What follows belongs to an exercise in optimizing a design on an open flow for small area, a short achievable clock period and few clock cycles; a production flow would make more cautious choices.
The RTL was checked by simulation tests, not by an equivalence proof against the original design.
No activity file was given, so power comes from the tool's default toggle rates.

// hart_mem_sys
module hart_mem_sys (
    input  logic                   i_clk,
    input  logic                   i_rst_n,
    input  logic [31:0]            i_fetch_addr,
    output logic [31:0]            o_fetch_inst,
    output logic                   o_fetch_busy,
    input  logic                   i_ls_read,
    input  logic                   i_ls_write,
    input  logic [31:0]            i_ls_addr,
    input  logic [31:0]            i_ls_wdata,
    input  logic [1:0]             i_ls_size,
    input  logic                   i_ls_unsigned,
    output logic [31:0]            o_ls_rdata,
    output logic                   o_ls_trap,
    output logic                   o_ls_busy,
    output logic                   o_mem_ren,
    output logic                   o_mem_wen,
    output logic [31:0]            o_mem_addr,
    output logic [31:0]            o_mem_wdata,
    input  logic [31:0]            i_mem_rdata,
    input  logic                   i_mem_valid,
    input  logic                   i_mem_ready
);
Size in the first run: ~450 cells after synthesis, roughly 270 I/O pins, roughly 2300 sq um of cells after synthesis.
clock: 6.0 ns
lec_check: 0
abc_area: 1
cap_margin: 20
core_margin: 2
core_utilization: 25
cts_buf_list: sky130_fd_sc_hd__clkbuf_2
place_density: 0.8
setup_slack_margin: 2.55
slew_margin: 20
synth_hierarchical: 1
synth_minimum_keep_size: 0
standard.sh (not shown) runs the stock make flow with config.mk's settings and CLKGATE_MAP_FILE= SYNTH_SCRIPT=/design/flow/synth_recipe.tcl, a recipe that flattens the netlist after the stock synthesis.
==> flow/flow/run.sh <==
#!/bin/bash
set -euo pipefail
export BUFFER_PORTS_ARGS="-buffer_cell sky130_fd_sc_hd__buf_1"
bash standard.sh MATCH_CELL_FOOTPRINT=0 finish > standard_flow.log 2>&1
The baseline passed the timing, design-rule and antenna checks.
Testbench counts at the start, summed over its fixed seeds: cycles 137,032.
Then changed:
--- a/flow/config.mk
+++ b/flow/config.mk
@@ -6,5 +6,5 @@
 export NUM_CORES = 4
 export LEC_CHECK = 0
-export ABC_AREA = 1
+export ABC_AREA = 0
 export CAP_MARGIN = 20
 export CORE_MARGIN = 2
@@ -12,5 +12,5 @@
 export CTS_BUF_LIST = sky130_fd_sc_hd__clkbuf_2
 export PLACE_DENSITY = 0.8
-export SETUP_SLACK_MARGIN = 2.55
+export SETUP_SLACK_MARGIN = 2.5
 export SLEW_MARGIN = 20
 export SYNTH_HIERARCHICAL = 1
Effect: Cell count falls by 24%; utilization came out higher by 2.1 points; worst setup slack degrades by 0.38 ns; wire length goes down by 4.6%; global-route usage goes down by 1.1 points.
Then changed:
--- a/flow/config.mk
+++ b/flow/config.mk
@@ -6,9 +6,10 @@
 export NUM_CORES = 4
 export LEC_CHECK = 0
-export ABC_AREA = 0
+export ABC_AREA = 1
 export CAP_MARGIN = 20
 export CORE_MARGIN = 2
 export CORE_UTILIZATION = 25
 export CTS_BUF_LIST = sky130_fd_sc_hd__clkbuf_2
+export GPL_ROUTABILITY_DRIVEN = 0
 export PLACE_DENSITY = 0.8
 export SETUP_SLACK_MARGIN = 2.5
What happened: The changed run ran to the end with no violations. Total power rises slightly. Count of clock-buffer cells in the layout stays the same. Wire length rises by a few percent. Die area rises by a few percent. Final area falls slightly. Combinational power rises slightly. Worst hold slack got worse by 0.069 ns. Critical path depth is unchanged. Worst setup slack improved by 0.33 ns. Utilization falls by 2.2 points.
Then changed:
--- a/flow/config.mk
+++ b/flow/config.mk
@@ -9,7 +9,6 @@
 export CAP_MARGIN = 20
 export CORE_MARGIN = 2
-export CORE_UTILIZATION = 25
+export CORE_UTILIZATION = 30
 export CTS_BUF_LIST = sky130_fd_sc_hd__clkbuf_2
-export GPL_ROUTABILITY_DRIVEN = 0
 export PLACE_DENSITY = 0.8
 export SETUP_SLACK_MARGIN = 2.5
The new run passed the timing, design-rule and antenna checks; final cell count came out lower by 1.3%; final area went down by 0.51%; sequential cell count is unchanged; total power is lower by 0.94%; core utilization climbs by 7.1 points.
Then changed:
--- a/flow/config.mk
+++ b/flow/config.mk
@@ -9,5 +9,5 @@
 export CAP_MARGIN = 20
 export CORE_MARGIN = 2
-export CORE_UTILIZATION = 30
+export CORE_UTILIZATION = 25
 export CTS_BUF_LIST = sky130_fd_sc_hd__clkbuf_2
 export PLACE_DENSITY = 0.8
What happened: The changed run produced a clean layout; total power goes up by 0.96%; worst hold slack hardly moves; worst setup slack gains 0.077 ns; clock-buffer cell count does not change; final area is higher by 0.44%; cell count is higher by 1.2%.
Then changed:
--- a/flow/config.mk
+++ b/flow/config.mk
@@ -6,5 +6,5 @@
 export NUM_CORES = 4
 export LEC_CHECK = 0
-export ABC_AREA = 1
+export ABC_AREA = 0
 export CAP_MARGIN = 20
 export CORE_MARGIN = 2
@@ -12,5 +12,5 @@
 export CTS_BUF_LIST = sky130_fd_sc_hd__clkbuf_2
 export PLACE_DENSITY = 0.8
-export SETUP_SLACK_MARGIN = 2.5
+export SETUP_SLACK_MARGIN = 2.4
 export SLEW_MARGIN = 20
 export SYNTH_HIERARCHICAL = 1
Wire length came out lower by 4.0%.
Clock-buffer cell count does not change.
Final area rose by 1.8%.
Global-route usage falls by 1.3 points.
Cell count is lower by 24%.

========
The RTL this note starts from:
==> flow/design.v <==
package hart_mem_pkg;
    typedef logic [32-1:0] word_t;
    typedef logic [4-1:0] byte_mask_t;
    typedef enum logic [1:0] {
        LS_BYTE = 2'd0,
        LS_HALF = 2'd1,
        LS_WORD = 2'd2
    } ls_size_e;
    typedef enum logic [1:0] {
        OWN_NONE   = 2'd0,
        OWN_ICACHE = 2'd1,
        OWN_DCACHE = 2'd2
    } bus_owner_e;
endpackage
`timescale 1ns/1ps
module addr_sel_ls (
    input  logic i_read,
    input  logic i_write,
    input  logic i_turn,
    output logic o_sel
);
    assign o_sel = (i_read || i_write) && i_turn;
endmodule
module addr_sel_fetch (
    input  logic i_read,
    input  logic i_write,
    input  logic i_turn,
    output logic o_sel
);
    assign o_sel = !((i_read || i_write) && i_turn);
endmodule
module addr_mux (
    input  logic [29:0] i_ls,
    input  logic [29:0] i_fetch,
    input  logic        i_sel_ls,
    input  logic        i_sel_fetch,
    output logic [29:0] o_addr
);
    assign o_addr = (i_ls & {30{i_sel_ls}}) | (i_fetch & {30{i_sel_fetch}});
endmodule
`timescale 1ns/1ps
module hart_mem_sys (
    input  logic                   i_clk,
    input  logic                   i_rst_n,
    input  logic [31:0]            i_fetch_addr,
    output logic [31:0]            o_fetch_inst,
    output logic                   o_fetch_busy,
    input  logic                   i_ls_read,
    input  logic                   i_ls_write,
    input  logic [31:0]            i_ls_addr,
    input  logic [31:0]            i_ls_wdata,
    input  logic [1:0]             i_ls_size,
    input  logic                   i_ls_unsigned,
    output logic [31:0]            o_ls_rdata,
    output logic                   o_ls_trap,
    output logic                   o_ls_busy,
    output logic                   o_mem_ren,
    output logic                   o_mem_wen,
    output logic [31:0]            o_mem_addr,
    output logic [31:0]            o_mem_wdata,
    input  logic [31:0]            i_mem_rdata,
    input  logic                   i_mem_valid,
    input  logic                   i_mem_ready
);
    typedef enum logic [1:0] {
        RD_NONE  = 2'd0,
        RD_FETCH = 2'd1,
        RD_LOAD  = 2'd2,
        RD_STORE = 2'd3
    } rd_e;
    rd_e        rd_q, rd_d;
    logic [1:0] off_q;
    logic [1:0] size_q;
    logic       uns_q;
    always_ff @(posedge i_clk) begin
        if (!i_rst_n) rd_q <= RD_NONE;
        else          rd_q <= rd_d;
        off_q  <= i_ls_addr[1:0];
        size_q <= i_ls_size;
        uns_q  <= i_ls_unsigned;
    end
    logic rd_none, rd_f, rd_l, rd_s;
    logic is_byte, is_half, is_word, mis_q;
    assign rd_none = (rd_q == RD_NONE);
    assign rd_f    = (rd_q == RD_FETCH);
    assign rd_l    = (rd_q == RD_LOAD);
    assign rd_s    = (rd_q == RD_STORE);
    assign is_byte = (size_q == 2'd0);
    assign is_half = (size_q == 2'd1);
    assign is_word = size_q[1];
    assign mis_q   = (is_half && off_q[0]) || (is_word && (off_q != 2'b00));
    logic ls_turn_q, ls_turn_d;
    logic ls_sel, word_store, ls_done;
    always_ff @(posedge i_clk) begin
        if (!i_rst_n) ls_turn_q <= 1'b1;
        else          ls_turn_q <= ls_turn_d;
    end
    assign word_store = i_ls_write && i_ls_size[1] && (i_ls_addr[1:0] == 2'b00);
    logic sel_fetch;
    addr_sel_ls u_sel_ls (
        .i_read(i_ls_read), .i_write(i_ls_write), .i_turn(ls_turn_q), .o_sel(ls_sel)
    );
    addr_sel_fetch u_sel_fetch (
        .i_read(i_ls_read), .i_write(i_ls_write), .i_turn(ls_turn_q), .o_sel(sel_fetch)
    );
    assign o_mem_wen  = i_mem_ready && ((rd_none && ls_turn_q && word_store) ||
                                        (rd_s && i_mem_valid && !mis_q));
    assign o_mem_ren  = i_mem_ready && ((rd_none && !(ls_turn_q && word_store)) ||
                                        (rd_l && i_mem_valid));
    addr_mux u_addr_mux (
        .i_ls(i_ls_addr[31:2]), .i_fetch(i_fetch_addr[31:2]),
        .i_sel_ls(ls_sel), .i_sel_fetch(sel_fetch), .o_addr(o_mem_addr[31:2])
    );
    assign o_mem_addr[1:0] = 2'b00;
    assign ls_done = (i_ls_read || i_ls_write) && !o_ls_busy;
    always_comb begin
        rd_d = rd_q;
        if (i_mem_valid) rd_d = RD_NONE;
        if (o_mem_ren) begin
            if (!ls_sel)         rd_d = RD_FETCH;
            else if (i_ls_write) rd_d = RD_STORE;
            else                 rd_d = RD_LOAD;
        end
        ls_turn_d = ls_turn_q;
        if (ls_done || (o_mem_ren && ls_sel && i_ls_read)) ls_turn_d = 1'b0;
        if (!o_fetch_busy) ls_turn_d = 1'b1;
    end
    assign o_fetch_inst = i_mem_rdata;
    assign o_fetch_busy = !(rd_f && i_mem_valid);
    assign o_ls_busy = !(o_mem_wen || ((rd_l || (rd_s && mis_q)) && i_mem_valid));
    assign o_ls_trap = mis_q && rd_q[1];
    logic [3:0] mask, sel_old, sel_own, sel_lo, sel_hi;
    always_comb begin
        if (is_byte)      mask = 4'b0001 << off_q;
        else if (is_half) mask = off_q[1] ? 4'b1100 : 4'b0011;
        else              mask = 4'b1111;
    end
    always_comb begin
        sel_old = 4'b0000;
        sel_own = 4'b1111;
        sel_lo  = 4'b0000;
        sel_hi  = 4'b0000;
        if (rd_s) begin
            sel_old = ~mask;
            sel_own = mask & (is_half ? 4'b0011 : 4'b0001);
            sel_lo  = mask & (is_half ? 4'b0100 : 4'b1110);
            sel_hi  = mask & (is_half ? 4'b1000 : 4'b0000);
        end
    end
    always_comb begin
        for (int k = 0; k < 4; k++) begin
            o_mem_wdata[8*k +: 8] = ({8{sel_old[k]}} & i_mem_rdata[8*k +: 8]) |
                                    ({8{sel_own[k]}} & i_ls_wdata[8*k +: 8]) |
                                    ({8{sel_lo[k]}}  & i_ls_wdata[7:0]) |
                                    ({8{sel_hi[k]}}  & i_ls_wdata[15:8]);
        end
    end
    logic [3:0] lo_sel, sign_b_sel, sign_h_sel;
    logic       sign_b, sign_bh;
    assign lo_sel     = 4'b0001 << off_q;
    assign sign_b_sel = (uns_q || !is_byte) ? 4'b0000 : lo_sel;
    assign sign_h_sel = (uns_q || !is_half) ? 4'b0000 : (off_q[1] ? 4'b1000 : 4'b0010);
    assign sign_b     = |(sign_b_sel & {i_mem_rdata[31], i_mem_rdata[23],
                                        i_mem_rdata[15], i_mem_rdata[7]});
    assign sign_bh    = |((sign_b_sel | sign_h_sel) & {i_mem_rdata[31], i_mem_rdata[23],
                                                       i_mem_rdata[15], i_mem_rdata[7]});
    always_comb begin
        o_ls_rdata[7:0]   = ({8{lo_sel[0]}} & i_mem_rdata[7:0]) |
                            ({8{lo_sel[1]}} & i_mem_rdata[15:8]) |
                            ({8{lo_sel[2]}} & i_mem_rdata[23:16]) |
                            ({8{lo_sel[3]}} & i_mem_rdata[31:24]);
        o_ls_rdata[15:8]  = ({8{!is_byte && !off_q[1]}} & i_mem_rdata[15:8]) |
                            ({8{!is_byte &&  off_q[1]}} & i_mem_rdata[31:24]) |
                            {8{sign_b}};
        o_ls_rdata[31:16] = ({16{is_word}} & i_mem_rdata[31:16]) | {16{sign_bh}};
    end
endmodule
clock: 6.0 ns
lec_check: 0
abc_area: 1
cap_margin: 20
core_margin: 2
core_utilization: 25
cts_buf_list: sky130_fd_sc_hd__clkbuf_2
place_density: 0.8
setup_slack_margin: 2.65
slew_margin: 20
synth_hierarchical: 1
synth_minimum_keep_size: 0
tns_end_percent: 0
Scripts as last shown in full above: flow/flow/run.sh
Testbench counts at the start, summed over its fixed seeds: cycles 137,032.
Change:
ABC_AREA = 0   (was 1)
SETUP_SLACK_MARGIN = 2.3   (was 2.65)
TNS_END_PERCENT = default   (was 0)
What happened: The changed run ran to the end with no violations. Worst setup slack is worse by 480 ps. Hold slack gains 48 ps. Power goes down by 2.7%. Cell count shrinks by 24%. Core utilization increases by 1.3 points. First-iteration DRC count came out higher by 89%. Via count came out lower by 13%. Routed wire length drops by 4.5%. Clock power went up by about 4%.

========
== lane 1 ==
RTL: the design.v shown in full above, as it stands there.
==> flow/config.mk <==
export PLATFORM = sky130hd
export DESIGN_NAME = hart_mem_sys
export DESIGN_NICKNAME = hart_mem_sys
export VERILOG_FILES = /design/flow/design.v
export SDC_FILE = /design/flow/constraint.sdc
export NUM_CORES = 4
export LEC_CHECK = 0
export ABC_AREA = 1
export CAP_MARGIN = 20
export CORE_MARGIN = 2
export CORE_UTILIZATION = 25
export CTS_BUF_LIST = sky130_fd_sc_hd__clkbuf_2
export PLACE_DENSITY = 0.8
export SETUP_SLACK_MARGIN = 2.5
export SLEW_MARGIN = 20
export SYNTH_HIERARCHICAL = 1
export SYNTH_MINIMUM_KEEP_SIZE = 0
==> flow/constraint.sdc <==
create_clock -name core_clock -period 6.0 [get_ports {i_clk}]
set_input_delay 1.2000 -clock core_clock [delete_from_list [all_inputs] [get_ports {i_clk}]]
set_output_delay 1.2000 -clock core_clock [all_outputs]
set_load 0.01 [all_outputs]
==> flow/flow/run.sh <==
#!/bin/bash
set -euo pipefail
export BUFFER_PORTS_ARGS="-buffer_cell sky130_fd_sc_hd__buf_1"
bash standard.sh MATCH_CELL_FOOTPRINT=0 REMOVE_ABC_BUFFERS=1 finish > standard_flow.log 2>&1
Testbench counts of lane 1, summed over its fixed seeds: cycles 137,032.
Modified inputs, lane 2 compared to lane 1
# lane 1
export LEC_CHECK = 0
export ABC_AREA = 1
export CAP_MARGIN = 20
export CORE_MARGIN = 2
export CORE_UTILIZATION = 25
export CTS_BUF_LIST = sky130_fd_sc_hd__clkbuf_2
export PLACE_DENSITY = 0.8
export SETUP_SLACK_MARGIN = 2.5
export SLEW_MARGIN = 20
export SYNTH_HIERARCHICAL = 1
export SYNTH_MINIMUM_KEEP_SIZE = 0
create_clock -name core_clock -period 6.0 [get_ports {i_clk}]
# lane 2
export LEC_CHECK = 0
export ABC_AREA = 1
export CAP_MARGIN = 20
export CORE_MARGIN = 2
export CORE_UTILIZATION = 20
export CTS_BUF_LIST = sky130_fd_sc_hd__clkbuf_2
export PLACE_DENSITY = 0.8
export SETUP_SLACK_MARGIN = 2.5
export SLEW_MARGIN = 20
export SYNTH_HIERARCHICAL = 1
export SYNTH_MINIMUM_KEEP_SIZE = 0
create_clock -name core_clock -period 6.0 [get_ports {i_clk}]
==> flow/flow/run.sh <==
#!/bin/bash
set -euo pipefail
export BUFFER_PORTS_ARGS="-buffer_cell sky130_fd_sc_hd__buf_1"
bash standard.sh MATCH_CELL_FOOTPRINT=0 finish > standard_flow.log 2>&1
[summary]
- Comparing lane 1 with lane 2, the global routing usage summed across all routing layers came out essentially unchanged.
- The final reports for lane 2 and lane 1 show measured slew at the worst slew-check pin higher in the former.
- Post-layout utilization of the core ended up 7.1 points lower on lane 2 than on lane 1.
- Re fraction of area in non-clock buffers: lane 2 is 0.94 points down on lane 1.
- The final reports for lane 2 and lane 1 show wire length higher in the former.
- Top fanout value on the critical path (lane 2 over lane 1): increase, 1
- Looking at area growth from synthesis to layout, lane 2 sits 0.83 points higher than lane 1 does.
- Against lane 1, lane 2 comes in about 11% higher on die width.
- Looking only at clock share of power, and setting everything else aside, the lower value of lane 1 and lane 2 goes to lane 1.

==> separate check: timing with driven ports <==
The flow's constraints put no driver on any port. The routed layouts listed below were extracted and timed again, unchanged, in two steps. Step 1: set_driving_cell puts a clkbuf_16 on i_clk and a buf_2 on each other input, an assumption about the parent block. Step 2 moves the port delays by t, midway between the first and last clock arrival at a register: inputs arrive t later, outputs are due t later. That takes back most of the time a late clock gives input paths. Slacks: ideal ports / drivers / drivers and shift; pairs: ideal ports / drivers.
| run | t, ns | setup WS [ns] | hold WS [ns] | slew at the worst register clock pin (ns) |
|---|---|---|---|---|
| the first run of note 1 | 0.246 | 2.643 / 2.614 / 2.614 | 0.582 / 0.582 / 0.582 | 0.07 / 0.07 |
| the second run of note 1 | 0.249 | 2.263 / 2.231 / 2.231 | 0.642 / 0.642 / 0.642 | 0.08 / 0.08 |
| the third run of note 1 | 0.246 | 2.590 / 2.568 / 2.568 | 0.573 / 0.573 / 0.573 | 0.07 / 0.07 |
| the fourth run of note 1 | 0.253 | 2.541 / 2.519 / 2.519 | 0.575 / 0.575 / 0.575 | 0.08 / 0.08 |
| the fifth run of note 1 | 0.249 | 2.619 / 2.581 / 2.581 | 0.576 / 0.576 / 0.576 | 0.07 / 0.07 |
| the sixth run of note 1 | 0.251 | 2.172 / 2.134 / 2.134 | 0.647 / 0.647 / 0.647 | 0.08 / 0.08 |
| the first run of note 2 | 0.247 | 2.644 / 2.621 / 2.621 | 0.579 / 0.579 / 0.579 | 0.07 / 0.07 |
| the second run of note 2 | 0.252 | 2.168 / 2.129 / 2.129 | 0.627 / 0.627 / 0.627 | 0.08 / 0.08 |
| lane 1 | 0.251 | 2.574 / 2.552 / 2.552 | 0.580 / 0.580 / 0.580 | 0.07 / 0.07 |
| lane 2 | 0.269 | 2.575 / 2.549 / 2.549 | 0.582 / 0.582 / 0.582 | 0.08 / 0.08 |
After both steps setup and hold are still met in every run listed. The setup slack of the second run of note 2, which loses most, moves by -0.039 ns with the drivers and by -0.039 ns with both steps.
